Source: an optimization exercise on an open RTL-to-GDS flow (aim: small area). Production flows keep margins and buffers that such runs may drop. In this exercise RTL edits were held to simulation tests only and were not proved equivalent to the original. No activity file was given, so power comes from the tool's default toggle rates.

v37:
Design csa_frame_top, start of the top module:
module csa_frame_top
#(
	parameter int PKT_BYTES = csa_pkg::PKT_BYTES,
	parameter int CW_BYTES = csa_pkg::CW_BYTES
)
(
	input logic clk,
	input logic rst,
	input logic ts_valid,
	input csa_pkg::byte_t ts_byte,
	input logic cw_valid,
	input csa_pkg::byte_t cw_byte,
	input logic cnt_valid,
	input csa_pkg::byte_t cnt_byte,
	input logic pid_valid,
	input csa_pkg::byte_t pid_byte,
	input logic gbe_valid,
	input csa_pkg::byte_t gbe_byte,
	input logic port_valid,
	input csa_pkg::byte_t port_byte,
	output logic out_valid,
	output csa_pkg::byte_t out_byte,
	output logic finish_pkt
);
	logic hdr3;
	logic pkt_valid;
	csa_pkg::byte_t pkt_byte;
	logic cw_first;
	csa_pkg::scram_ctrl_t scram_ctrl;
	cw_ctrl_reg #(.CW_BYTES(CW_BYTES)) cw_ctrl_reg_inst
	(
		.clk(clk),
		.rst(rst),
		.cw_valid(cw_valid),
		.cw_byte(cw_byte),
		.cw_first(cw_first),
		.scram_ctrl(scram_ctrl)
	);
	ts_readout #(.PKT_BYTES(PKT_BYTES)) ts_readout_inst
	(
		.clk(clk),
		.rst(rst),
		.ts_valid(ts_valid),
		.hdr3(hdr3),
		.pkt_valid(pkt_valid),
		.finish_pkt(finish_pkt)
	);
	ts_pkt_buffer #(.PKT_BYTES(PKT_BYTES)) ts_pkt_buffer_inst
	(
		.clk(clk),
		.rst(rst),
		.ts_valid(ts_valid),
		.ts_byte(ts_byte),
		.rd_run(pkt_valid),
		.hdr3(hdr3),
		.sc(scram_ctrl),
		.head(pkt_byte)
	);
	frame_out_mux frame_out_mux_inst
	(
		.clk(clk),
		.rst(rst),
		.pkt_valid(pkt_valid),
		.pkt_byte(pkt_byte),
		.cnt_valid(cnt_valid),
		.cnt_byte(cnt_byte),
		.pid_valid(pid_valid),
		.pid_byte(pid_byte),
		.gbe_valid(gbe_valid),
		.gbe_byte(gbe_byte),
		.port_valid(port_valid),
		.port_byte(port_byte),
		.cw_valid(cw_valid),
		.cw_byte(cw_byte),
		.cw_first(cw_first),
		.out_valid(out_valid),
  ...
==> flow/config.mk <==
export PLATFORM = sky130hd
export DESIGN_NAME = csa_frame_top
export DESIGN_NICKNAME = csa_frame_top
export VERILOG_FILES = /design/flow/design.v
export SDC_FILE = /design/flow/constraint.sdc
export NUM_CORES = 4
export LEC_CHECK = 0
export CAP_MARGIN = 20
export CORE_MARGIN = 2
export CORE_UTILIZATION = 70
export SLEW_MARGIN = 20
==> flow/constraint.sdc <==
create_clock -name core_clock -period 5.0 [get_ports {clk}]
set_input_delay 1.0000 -clock core_clock [delete_from_list [all_inputs] [get_ports {clk}]]
set_output_delay 1.0000 -clock core_clock [all_outputs]
set_load 0.01 [all_outputs]
standard.sh (not shown) runs the stock make flow with config.mk's settings and CLKGATE_MAP_FILE= SYNTH_SCRIPT=/design/flow/synth_recipe.tcl, a recipe that flattens the netlist after the stock synthesis.
==> flow/flow/run.sh <==
#!/bin/bash
# The standard ORFS layout (standard.sh) with three changes:
#  - synthesis maps the combinational logic with an area-oriented ABC
#    script (flow/abc_area.script); everything else in the synthesis,
#    including flip-flop mapping, flattening and renaming, is the standard flow's own
#  - port buffers use the smallest buffer cell
#  - CTS builds full leaf clusters of clkbuf_8 without dummy loads
# Each tool's output stays in orfs/logs; make's own output goes to
# standard.log.
set -uo pipefail
WORK=$PWD
FLOWDIR=$WORK/flow

# synth.tcl from ORFS, with the ABC call pointed at our script
sed 's|^\(\s*\)log_cmd abc {\*}$abc_args|\1lset abc_args 1 $::env(MY_ABC_SCRIPT)\n\1log_cmd abc {*}$abc_args|' \
	"$FLOW_HOME/scripts/synth.tcl" > "$WORK/my_synth.tcl"
grep -q 'MY_ABC_SCRIPT' "$WORK/my_synth.tcl" || { echo "could not patch synth.tcl"; exit 1; }
sed "s|source \$::env(SCRIPTS_DIR)/synth.tcl|source $WORK/my_synth.tcl|" \
	"$WORK/synth_recipe.tcl" > "$WORK/my_synth_recipe.tcl"
grep -q "my_synth.tcl" "$WORK/my_synth_recipe.tcl" || { echo "could not patch synth_recipe.tcl"; exit 1; }
sed "s|SYNTH_SCRIPT=[^ ]*|SYNTH_SCRIPT=$WORK/my_synth_recipe.tcl|" \
	"$WORK/standard.sh" > "$WORK/my_standard.sh"
grep -q "my_synth_recipe.tcl" "$WORK/my_standard.sh" || { echo "could not patch standard.sh"; exit 1; }

export MY_ABC_SCRIPT=$FLOWDIR/abc_area.script
export BUFFER_PORTS_ARGS="-buffer_cell sky130_fd_sc_hd__buf_1"
export CTS_ARGS="-sink_clustering_enable -repair_clock_nets -dont_use_dummy_load -buf_list sky130_fd_sc_hd__clkbuf_8 -sink_clustering_size 20 -sink_clustering_max_diameter 100"
bash "$WORK/my_standard.sh" > "$WORK/standard.log" 2>&1
==> flow/flow/abc_area.script <==
strash
dch
amap
strash
dch
amap
topo
stime -c
> inputs changed (v37 -> v12)
==> flow/flow/abc_area.script <==
strash
dch
amap
topo
stime -c
### Flow results
- v12 and v37 ended up with nearly the same synthesized area.
- v12 against v37: synthesized net count roughly the same, pin count of the biggest net entering global routing saw a decrease, number of detailed-routing iterations run before antenna repair dropped 3.
> inputs changed (v12 -> v44)
-- flow/flow/run.sh --
<<< v12, line 26
export BUFFER_PORTS_ARGS="-buffer_cell sky130_fd_sc_hd__buf_1"
export CTS_ARGS="-sink_clustering_enable -repair_clock_nets -dont_use_dummy_load -buf_list sky130_fd_sc_hd__clkbuf_8 -sink_clustering_size 20 -sink_clustering_max_diameter 100"
bash "$WORK/my_standard.sh" > "$WORK/standard.log" 2>&1
>>> v44, line 26
export BUFFER_PORTS_ARGS="-buffer_cell sky130_fd_sc_hd__buf_1"
export CTS_ARGS="-sink_clustering_enable -repair_clock_nets -dont_use_dummy_load -buf_list sky130_fd_sc_hd__clkbuf_8 -sink_clustering_size 21 -sink_clustering_max_diameter 100"
bash "$WORK/my_standard.sh" > "$WORK/standard.log" 2>&1
==> flow/flow/abc_area.script <==
strash
dc2
dch
amap
strash
dc2
dch
amap
strash
dc2
dch
amap
strash
dch
amap
topo
stime -c
## What came out
- In v44 the simple logic cell fraction of the synthesized area turned out 0.40 points higher than in v12.
- The length in cells of the worst reg-to-reg path in v44 sits 2 above the value recorded for v12.
- Looking only at via count of the first global-routing pass, and setting everything else aside, the higher value of v44 and v12 goes to v44.
- Per the comparison of v44 with v12, overall routing resource usage +0.28 points, final routed wirelength across all metal layers went up, post-route cell area held steady, largest fanout on the critical path picked up an extra 5, proportion of power drawn by flip-flops and latches lower.

what the ideal ports hide:
The results above use ideal ports. As a check the final layouts listed here were re-extracted and re-timed, cells and wires unchanged.
Step 1 sets driving cells, clkbuf_16 on the clock port and buf_2 on the other inputs (assumed; they add their load-dependent delay and slew).
Step 2 times the ports against the registers' clock, not the clock port: input delays grow and output delays shrink by t, the midpoint of the rising clock arrivals with the driver on.
Slacks: ideal ports / drivers / drivers and shift; pairs: ideal ports / drivers.
run	shift t [ns]	slack for setup (ns)	worst setup path at the end	cell pins on the clock port's net
v37	0.705	0.789 / 0.789 / 0.789	register to register	1
v12	0.729	1.507 / 1.507 / 1.507	register to register	1
v44	0.724	1.327 / 1.327 / 1.327	register to register	1
After both steps setup and hold are still met in every run listed.
